From an optimization exercise on the open Yosys and OpenROAD flow, aimed at small area, a short achievable clock period and few clock cycles per item; shortcuts taken in it are not production practice.
RTL that was checked went through simulation tests only; none was proved equivalent to the original.
Power figures rest on the tool's default switching activity, not on a simulated workload.

==> flow/design.v (excerpt) <==
module pipe_prefix_adder #(
  parameter int WIDTH     = 68,
  parameter int REG_EVERY = 2,
  parameter int TAG_W     = 4,
  parameter int BLK       = 6,
  parameter int EB        = 2
) (
  input  logic             clk,
  input  logic             rst,
  input  logic             in_valid,
  output logic             in_ready,
  input  logic [WIDTH-1:0] a,
  input  logic [WIDTH-1:0] b,
  input  logic             cin,
  input  logic             op,
  input  logic [TAG_W-1:0] tag,
  output logic             out_valid,
  input  logic             out_ready,
  output logic [WIDTH-1:0] sum,
  output logic             cout,
  output logic             ovf,
  output logic             zero,
  output logic [TAG_W-1:0] tag_o
);
Size in the first run: ~86 flip-flops, about 0.0079 mm^2 of cells after synthesis.
==> module pipe_prefix_adder, before the edit <==
module pipe_prefix_adder #(
  parameter int WIDTH     = 68,
  parameter int REG_EVERY = 2,
  parameter int TAG_W     = 4,
  parameter int BLK       = 6,
  parameter int EB        = 2
) (
  input  logic             clk,
  input  logic             rst,
  input  logic             in_valid,
  output logic             in_ready,
  input  logic [WIDTH-1:0] a,
  input  logic [WIDTH-1:0] b,
  input  logic             cin,
  input  logic             op,
  input  logic [TAG_W-1:0] tag,
  output logic             out_valid,
  input  logic             out_ready,
  output logic [WIDTH-1:0] sum,
  output logic             cout,
  output logic             ovf,
  output logic             zero,
  output logic [TAG_W-1:0] tag_o
);
  localparam int NB  = (WIDTH + BLK - 1) / BLK;    
  localparam int TLO = (NB - 1) * BLK;             
  function automatic integer lg2(input integer v);
    integer r;
    r = 0;
    while ((1 << r) < v) r = r + 1;
    lg2 = r;
  endfunction
  logic [WIDTH-1:0] bx, p, g, s0_d;
  logic             c0;
  assign bx = op ? ~b : b;
  assign c0 = op | cin;
  assign p  = a ^ bx;
  assign g  = a & bx;
  logic [NB-1:0] eg, ep;
  logic          g_top_d;
  assign eg[0] = c0;
  assign ep[0] = 1'b0;
  for (genvar j = 0; j < NB; j++) begin : g_blk
    localparam int LO = j * BLK;
    localparam int HI = (LO + BLK < WIDTH) ? LO + BLK - 1 : WIDTH - 1;
    localparam int N  = HI - LO + 1;
    logic [N:0] lc;    
    logic [N:0] gc;    
    if (j == 0) begin : g_ci
      assign lc[0] = c0;
    end else begin : g_cz
      assign lc[0] = 1'b0;
    end
    assign gc[0] = 1'b0;
    for (genvar i = 0; i < N; i++) begin : g_bit
      assign lc[i+1] = g[LO+i] | (p[LO+i] & lc[i]);
      assign gc[i+1] = g[LO+i] | (p[LO+i] & gc[i]);
    end
    assign s0_d[HI:LO] = p[HI:LO] ^ lc[N-1:0];
    if (j < NB - 1) begin : g_el
      assign eg[j+1] = gc[N];
      assign ep[j+1] = &p[HI:LO];
    end else begin : g_top
      assign g_top_d = gc[N];
    end
  end
  localparam int LV = lg2(NB);
  logic [NB-1:0] pg [LV+1];
  logic [NB-1:0] pp [LV+1];
  assign pg[0] = eg;
  assign pp[0] = ep;
  for (genvar l = 0; l < LV; l++) begin : g_pl
    for (genvar j = 0; j < NB; j++) begin : g_pj
      if (j >= (1 << l)) begin : g_cmb
        assign pg[l+1][j] = pg[l][j] | (pp[l][j] & pg[l][j-(1<<l)]);
        assign pp[l+1][j] = pp[l][j] & pp[l][j-(1<<l)];
      end else begin : g_pass
        assign pg[l+1][j] = pg[l][j];
        assign pp[l+1][j] = pp[l][j];
      end
    end
  end
  logic z_d;
  assign z_d = ~|(p ^ {a[WIDTH-2:0] | bx[WIDTH-2:0], c0});
  logic [WIDTH-1:0] r_d;
  for (genvar j = 0; j < NB; j++) begin : g_early
    localparam int LO = j * BLK;
    localparam int HI = (LO + BLK < WIDTH) ? LO + BLK - 1 : WIDTH - 1;
    if (j == 0 || j >= EB) begin : g_keep
      assign r_d[HI:LO] = s0_d[HI:LO];
    end else begin : g_fin
      for (genvar i = LO; i <= HI; i++) begin : g_bit
        if (i == LO) begin : g_lo
          assign r_d[i] = s0_d[i] ^ pg[LV][j];
        end else begin : g_hi
          assign r_d[i] = s0_d[i] ^ (pg[LV][j] & (&s0_d[i-1:LO]));
        end
      end
    end
  end
  logic             load;
  logic [WIDTH-1:0] s0_q;
  logic [NB-1:EB]   bc_q;
  logic             g_top_q, p_top_q;
  assign load     = ~out_valid | out_ready;
  assign in_ready = load;
  always_ff @(posedge clk or posedge rst) begin
    if (rst) out_valid <= 1'b0;
    else if (load) out_valid <= in_valid;
  end
  always_ff @(posedge clk) begin
    if (load) begin
      s0_q    <= r_d;
      bc_q    <= pg[LV][NB-1:EB];
      g_top_q <= g_top_d;
      p_top_q <= p[WIDTH-1];
      tag_o   <= tag;
      zero    <= z_d;
    end
  end
  logic [NB-1:0] ones;
  for (genvar j = 0; j < NB; j++) begin : g_sum
    localparam int LO = j * BLK;
    localparam int HI = (LO + BLK < WIDTH) ? LO + BLK - 1 : WIDTH - 1;
    assign ones[j] = &s0_q[HI:LO];
    if (j < EB) begin : g_b0
      assign sum[HI:LO] = s0_q[HI:LO];
    end else begin : g_bj
      for (genvar i = LO; i <= HI; i++) begin : g_bit
        if (i == LO) begin : g_lo
          assign sum[i] = s0_q[i] ^ bc_q[j];
        end else begin : g_hi
          assign sum[i] = s0_q[i] ^ (bc_q[j] & (&s0_q[i-1:LO]));
        end
      end
    end
  end
  assign cout = g_top_q | (bc_q[NB-1] & ones[NB-1]);
  assign ovf  = sum[WIDTH-1] ^ p_top_q ^ cout;
endmodule
clock: 4.5 ns
lec_check: 0
abc_area: 1
cap_margin: 20
core_margin: 2
core_utilization: 40
cts_buf_list: sky130_fd_sc_hd__clkbuf_8
cts_cluster_size: 30
setup_slack_margin: 1.65
slew_margin: 20
standard.sh (not shown) runs the stock make flow with config.mk's settings and CLKGATE_MAP_FILE= SYNTH_SCRIPT=/design/flow/synth_recipe.tcl, a recipe that flattens the netlist after the stock synthesis.
==> flow/flow/run.sh <==
#!/bin/bash
# The standard layout, with two changes:
#  - synthesis skips the full/half-adder extraction (ADDER_MAP_FILE empty),
#    leaving all arithmetic to abc; it is otherwise the standard synthesis;
#  - each port gets a buf_1 as its port buffer.
set -e
export BUFFER_PORTS_ARGS="-buffer_cell sky130_fd_sc_hd__buf_1"
ADDER_MAP_FILE= bash standard.sh synth > synth.log 2>&1
bash standard.sh > standard.log 2>&1
Change:
--- a/flow/design.v
+++ b/flow/design.v
@@ -2,8 +2,8 @@
   parameter int WIDTH     = 68,
   parameter int REG_EVERY = 2,
   parameter int TAG_W     = 4,
-  parameter int BLK       = 6,
-  parameter int EB        = 2
+  parameter int BLK       = 5,
+  parameter int EB        = 4
 ) (
   input  logic             clk,
   input  logic             rst,
@@ -80,8 +80,6 @@
       end
     end
   end
-  logic z_d;
-  assign z_d = ~|(p ^ {a[WIDTH-2:0] | bx[WIDTH-2:0], c0});
   logic [WIDTH-1:0] r_d;
   for (genvar j = 0; j < NB; j++) begin : g_early
     localparam int LO = j * BLK;
@@ -115,14 +113,14 @@
       g_top_q <= g_top_d;
       p_top_q <= p[WIDTH-1];
       tag_o   <= tag;
-      zero    <= z_d;
     end
   end
-  logic [NB-1:0] ones;
+  logic [NB-1:0] ones, zs;
   for (genvar j = 0; j < NB; j++) begin : g_sum
     localparam int LO = j * BLK;
     localparam int HI = (LO + BLK < WIDTH) ? LO + BLK - 1 : WIDTH - 1;
     assign ones[j] = &s0_q[HI:LO];
+    assign zs[j]   = ~|s0_q[HI:LO];
     if (j < EB) begin : g_b0
       assign sum[HI:LO] = s0_q[HI:LO];
     end else begin : g_bj
@@ -137,4 +135,13 @@
   end
   assign cout = g_top_q | (bc_q[NB-1] & ones[NB-1]);
   assign ovf  = sum[WIDTH-1] ^ p_top_q ^ cout;
+  logic [NB-1:0] zb;
+  for (genvar j = 0; j < NB; j++) begin : g_zb
+    if (j < EB) begin : g_fin
+      assign zb[j] = zs[j];
+    end else begin : g_inc
+      assign zb[j] = bc_q[j] ? ones[j] : zs[j];
+    end
+  end
+  assign zero = &zb;
 endmodule
Result:
- cell count shrinks by 5.4%
- wire length goes down by 19%
- clock-buffer cell count is higher by 1
- critical path depth came out higher by 2
- utilization falls by 0.27 points
- global-route usage came out lower by 4.1 points
- sequential cell count went down by 1
- synthesized cell count decreases by 8.1%
Function was not checked in any run of this note: the RTL went through the layout flow alone.

pipe_prefix_adder, a different RTL version from the one above (not shown whole).
Size: about 1200 cells after synthesis, roughly 220 I/O pins.
==> module pipe_prefix_adder, before the edit <==
module pipe_prefix_adder #(
  parameter int WIDTH     = 68,
  parameter int REG_EVERY = 2,
  parameter int TAG_W     = 4,
  parameter int BLK       = 5,
  parameter int EB        = 4
) (
  input  logic             clk,
  input  logic             rst,
  input  logic             in_valid,
  output logic             in_ready,
  input  logic [WIDTH-1:0] a,
  input  logic [WIDTH-1:0] b,
  input  logic             cin,
  input  logic             op,
  input  logic [TAG_W-1:0] tag,
  output logic             out_valid,
  input  logic             out_ready,
  output logic [WIDTH-1:0] sum,
  output logic             cout,
  output logic             ovf,
  output logic             zero,
  output logic [TAG_W-1:0] tag_o
);
  localparam int NB  = (WIDTH + BLK - 1) / BLK;    
  localparam int TLO = (NB - 1) * BLK;             
  function automatic integer lg2(input integer v);
    integer r;
    r = 0;
    while ((1 << r) < v) r = r + 1;
    lg2 = r;
  endfunction
  logic [WIDTH-1:0] bx, p, g, s0_d;
  logic             c0;
  assign bx = op ? ~b : b;
  assign c0 = op | cin;
  assign p  = a ^ bx;
  assign g  = a & bx;
  logic [NB-1:0] eg, ep;
  logic          g_top_d;
  assign eg[0] = c0;
  assign ep[0] = 1'b0;
  for (genvar j = 0; j < NB; j++) begin : g_blk
    localparam int LO = j * BLK;
    localparam int HI = (LO + BLK < WIDTH) ? LO + BLK - 1 : WIDTH - 1;
    localparam int N  = HI - LO + 1;
    logic [N:0] lc;    
    logic [N:0] gc;    
    if (j == 0) begin : g_ci
      assign lc[0] = c0;
    end else begin : g_cz
      assign lc[0] = 1'b0;
    end
    assign gc[0] = 1'b0;
    for (genvar i = 0; i < N; i++) begin : g_bit
      assign lc[i+1] = g[LO+i] | (p[LO+i] & lc[i]);
      assign gc[i+1] = g[LO+i] | (p[LO+i] & gc[i]);
    end
    assign s0_d[HI:LO] = p[HI:LO] ^ lc[N-1:0];
    if (j < NB - 1) begin : g_el
      assign eg[j+1] = gc[N];
      assign ep[j+1] = &p[HI:LO];
    end else begin : g_top
      assign g_top_d = gc[N];
    end
  end
  localparam int LV = lg2(NB);
  logic [NB-1:0] pg [LV+1];
  logic [NB-1:0] pp [LV+1];
  assign pg[0] = eg;
  assign pp[0] = ep;
  for (genvar l = 0; l < LV; l++) begin : g_pl
    for (genvar j = 0; j < NB; j++) begin : g_pj
      if (j >= (1 << l)) begin : g_cmb
        assign pg[l+1][j] = pg[l][j] | (pp[l][j] & pg[l][j-(1<<l)]);
        assign pp[l+1][j] = pp[l][j] & pp[l][j-(1<<l)];
      end else begin : g_pass
        assign pg[l+1][j] = pg[l][j];
        assign pp[l+1][j] = pp[l][j];
      end
    end
  end
  logic z_d;
  assign z_d = ~|(p ^ {a[WIDTH-2:0] | bx[WIDTH-2:0], c0});
  logic [WIDTH-1:0] r_d;
  for (genvar j = 0; j < NB; j++) begin : g_early
    localparam int LO = j * BLK;
    localparam int HI = (LO + BLK < WIDTH) ? LO + BLK - 1 : WIDTH - 1;
    if (j == 0 || j >= EB) begin : g_keep
      assign r_d[HI:LO] = s0_d[HI:LO];
    end else begin : g_fin
      for (genvar i = LO; i <= HI; i++) begin : g_bit
        if (i == LO) begin : g_lo
          assign r_d[i] = s0_d[i] ^ pg[LV][j];
        end else begin : g_hi
          assign r_d[i] = s0_d[i] ^ (pg[LV][j] & (&s0_d[i-1:LO]));
        end
      end
    end
  end
  logic             load;
  logic [WIDTH-1:0] s0_q;
  logic [NB-1:EB]   bc_q;
  logic             g_top_q, p_top_q;
  assign load     = ~out_valid | out_ready;
  assign in_ready = load;
  always_ff @(posedge clk or posedge rst) begin
    if (rst) out_valid <= 1'b0;
    else if (load) out_valid <= in_valid;
  end
  always_ff @(posedge clk) begin
    if (load) begin
      s0_q    <= r_d;
      bc_q    <= pg[LV][NB-1:EB];
      g_top_q <= g_top_d;
      p_top_q <= p[WIDTH-1];
      tag_o   <= tag;
      zero    <= z_d;
    end
  end
  logic [NB-1:0] ones;
  for (genvar j = 0; j < NB; j++) begin : g_sum
    localparam int LO = j * BLK;
    localparam int HI = (LO + BLK < WIDTH) ? LO + BLK - 1 : WIDTH - 1;
    assign ones[j] = &s0_q[HI:LO];
    if (j < EB) begin : g_b0
      assign sum[HI:LO] = s0_q[HI:LO];
    end else begin : g_bj
      for (genvar i = LO; i <= HI; i++) begin : g_bit
        if (i == LO) begin : g_lo
          assign sum[i] = s0_q[i] ^ bc_q[j];
        end else begin : g_hi
          assign sum[i] = s0_q[i] ^ (bc_q[j] & (&s0_q[i-1:LO]));
        end
      end
    end
  end
  assign cout = g_top_q | (bc_q[NB-1] & ones[NB-1]);
  assign ovf  = sum[WIDTH-1] ^ p_top_q ^ cout;
endmodule
export LEC_CHECK = 0
export ABC_AREA = 1
export CAP_MARGIN = 20
export CORE_MARGIN = 2
export CORE_UTILIZATION = 40
export CTS_BUF_LIST = sky130_fd_sc_hd__clkbuf_8
export CTS_CLUSTER_SIZE = 30
export SETUP_SLACK_MARGIN = 1.8
export SLEW_MARGIN = 20
create_clock -name core_clock -period 4.5 [get_ports {clk}]
Scripts as last shown in full above: flow/flow/run.sh
Testbench counts at the start, summed over its fixed seeds: cycles 24,008, items 24,000.
Edit:
--- a/flow/design.v
+++ b/flow/design.v
@@ -69,21 +69,19 @@
   logic [NB-1:0] pp [LV+1];
   assign pg[0] = eg;
   assign pp[0] = ep;
   for (genvar l = 0; l < LV; l++) begin : g_pl
     for (genvar j = 0; j < NB; j++) begin : g_pj
-      if (j >= (1 << l)) begin : g_cmb
-        assign pg[l+1][j] = pg[l][j] | (pp[l][j] & pg[l][j-(1<<l)]);
-        assign pp[l+1][j] = pp[l][j] & pp[l][j-(1<<l)];
+      if (((j >> l) & 1) == 1) begin : g_cmb
+        assign pg[l+1][j] = pg[l][j] | (pp[l][j] & pg[l][((j >> l) << l) - 1]);
+        assign pp[l+1][j] = pp[l][j] & pp[l][((j >> l) << l) - 1];
       end else begin : g_pass
         assign pg[l+1][j] = pg[l][j];
         assign pp[l+1][j] = pp[l][j];
       end
     end
   end
-  logic z_d;
-  assign z_d = ~|(p ^ {a[WIDTH-2:0] | bx[WIDTH-2:0], c0});
   logic [WIDTH-1:0] r_d;
   for (genvar j = 0; j < NB; j++) begin : g_early
     localparam int LO = j * BLK;
     localparam int HI = (LO + BLK < WIDTH) ? LO + BLK - 1 : WIDTH - 1;
     if (j == 0 || j >= EB) begin : g_keep
@@ -96,14 +94,26 @@
           assign r_d[i] = s0_d[i] ^ (pg[LV][j] & (&s0_d[i-1:LO]));
         end
       end
     end
   end
+  logic [NB-1:0] zpb;
+  for (genvar j = 0; j < NB; j++) begin : g_zp
+    localparam int LO = j * BLK;
+    localparam int HI = (LO + BLK < WIDTH) ? LO + BLK - 1 : WIDTH - 1;
+    if (j < EB) begin : g_fin
+      assign zpb[j] = ~|r_d[HI:LO];
+    end else begin : g_inc
+      assign zpb[j] = (~|r_d[HI:LO]) | (&r_d[HI:LO]);
+    end
+  end
+  logic z_d;
+  assign z_d = &zpb;
   logic             load;
   logic [WIDTH-1:0] s0_q;
   logic [NB-1:EB]   bc_q;
-  logic             g_top_q, p_top_q;
+  logic             g_top_q, p_top_q, zpre_q;
   assign load     = ~out_valid | out_ready;
   assign in_ready = load;
   always_ff @(posedge clk or posedge rst) begin
     if (rst) out_valid <= 1'b0;
     else if (load) out_valid <= in_valid;
@@ -113,11 +123,11 @@
       s0_q    <= r_d;
       bc_q    <= pg[LV][NB-1:EB];
       g_top_q <= g_top_d;
       p_top_q <= p[WIDTH-1];
       tag_o   <= tag;
-      zero    <= z_d;
+      zpre_q  <= z_d;
     end
   end
   logic [NB-1:0] ones;
   for (genvar j = 0; j < NB; j++) begin : g_sum
     localparam int LO = j * BLK;
@@ -135,6 +145,11 @@
       end
     end
   end
   assign cout = g_top_q | (bc_q[NB-1] & ones[NB-1]);
   assign ovf  = sum[WIDTH-1] ^ p_top_q ^ cout;
+  logic [NB-1:EB] zm;
+  for (genvar j = EB; j < NB; j++) begin : g_zm
+    assign zm[j] = ~(bc_q[j] ^ ones[j]);
+  end
+  assign zero = zpre_q & (&zm);
 endmodule
What happened: Global-route usage fell by 1.3 points. Clock-buffer cell count does not change. Cell area came out higher by 8.3%. Clock power goes up by about 9%. Worst hold slack degrades by 0.0043 ns. Sequential power is about the same. Sequential share of layout area fell by 2.0 points. Worst setup slack is worse by 0.34 ns. Register-to-register slack got worse by 0.13 ns. Wire length falls by about 6%. Total power is higher by 7.7%. Core utilization increases by 6.0 points. Combinational power rose by about 10%. Clock skew rose by 0.0081 ns.
No functional check of the RTL was part of the second run of this note.

[separate check: timing with driven ports]
The results above use ideal ports. As a check the final layouts listed here were re-extracted and re-timed, cells and wires unchanged. Step 1 (the two cells are an assumption about what drives the block):
set clk [get_ports {clk}]
set_driving_cell -lib_cell sky130_fd_sc_hd__clkbuf_16 $clk
set_driving_cell -lib_cell sky130_fd_sc_hd__buf_2 [delete_from_list [all_inputs] $clk]
Step 2 moves the port delays by t, midway between the first and last clock arrival at a register: inputs arrive t later, outputs are due t later. That takes back most of the time a late clock gives input paths. Three values: ideal, step 1, step 2; two values: the first two.
| run | t, ns | setup slack, ns | hold slack, ns | worst setup path after step 2 | slew at the worst register clock pin (ns) |
|---|---|---|---|---|---|
| the first run of note 1 | 0.428 | 1.799 / 1.707 / 1.279 | 0.302 / 0.282 / 0.710 | input to register | 0.10 / 0.10 |
| the second run of note 1 | 0.406 | 1.489 / 1.453 / 1.506 | 0.306 / 0.290 / 0.697 | input to register | 0.09 / 0.09 |
| the first run of note 2 | 0.417 | 1.896 / 1.853 / 1.479 | 0.312 / 0.289 / 0.706 | input to register | 0.09 / 0.09 |
| the second run of note 2 | 0.407 | 1.551 / 1.511 / 1.307 | 0.308 / 0.294 / 0.702 | input to register | 0.09 / 0.09 |
After both steps every run listed still meets setup and hold. For the first run of note 1, which loses most, drivers alone change the setup slack by -0.092 ns; drivers and shift together by -0.520 ns.
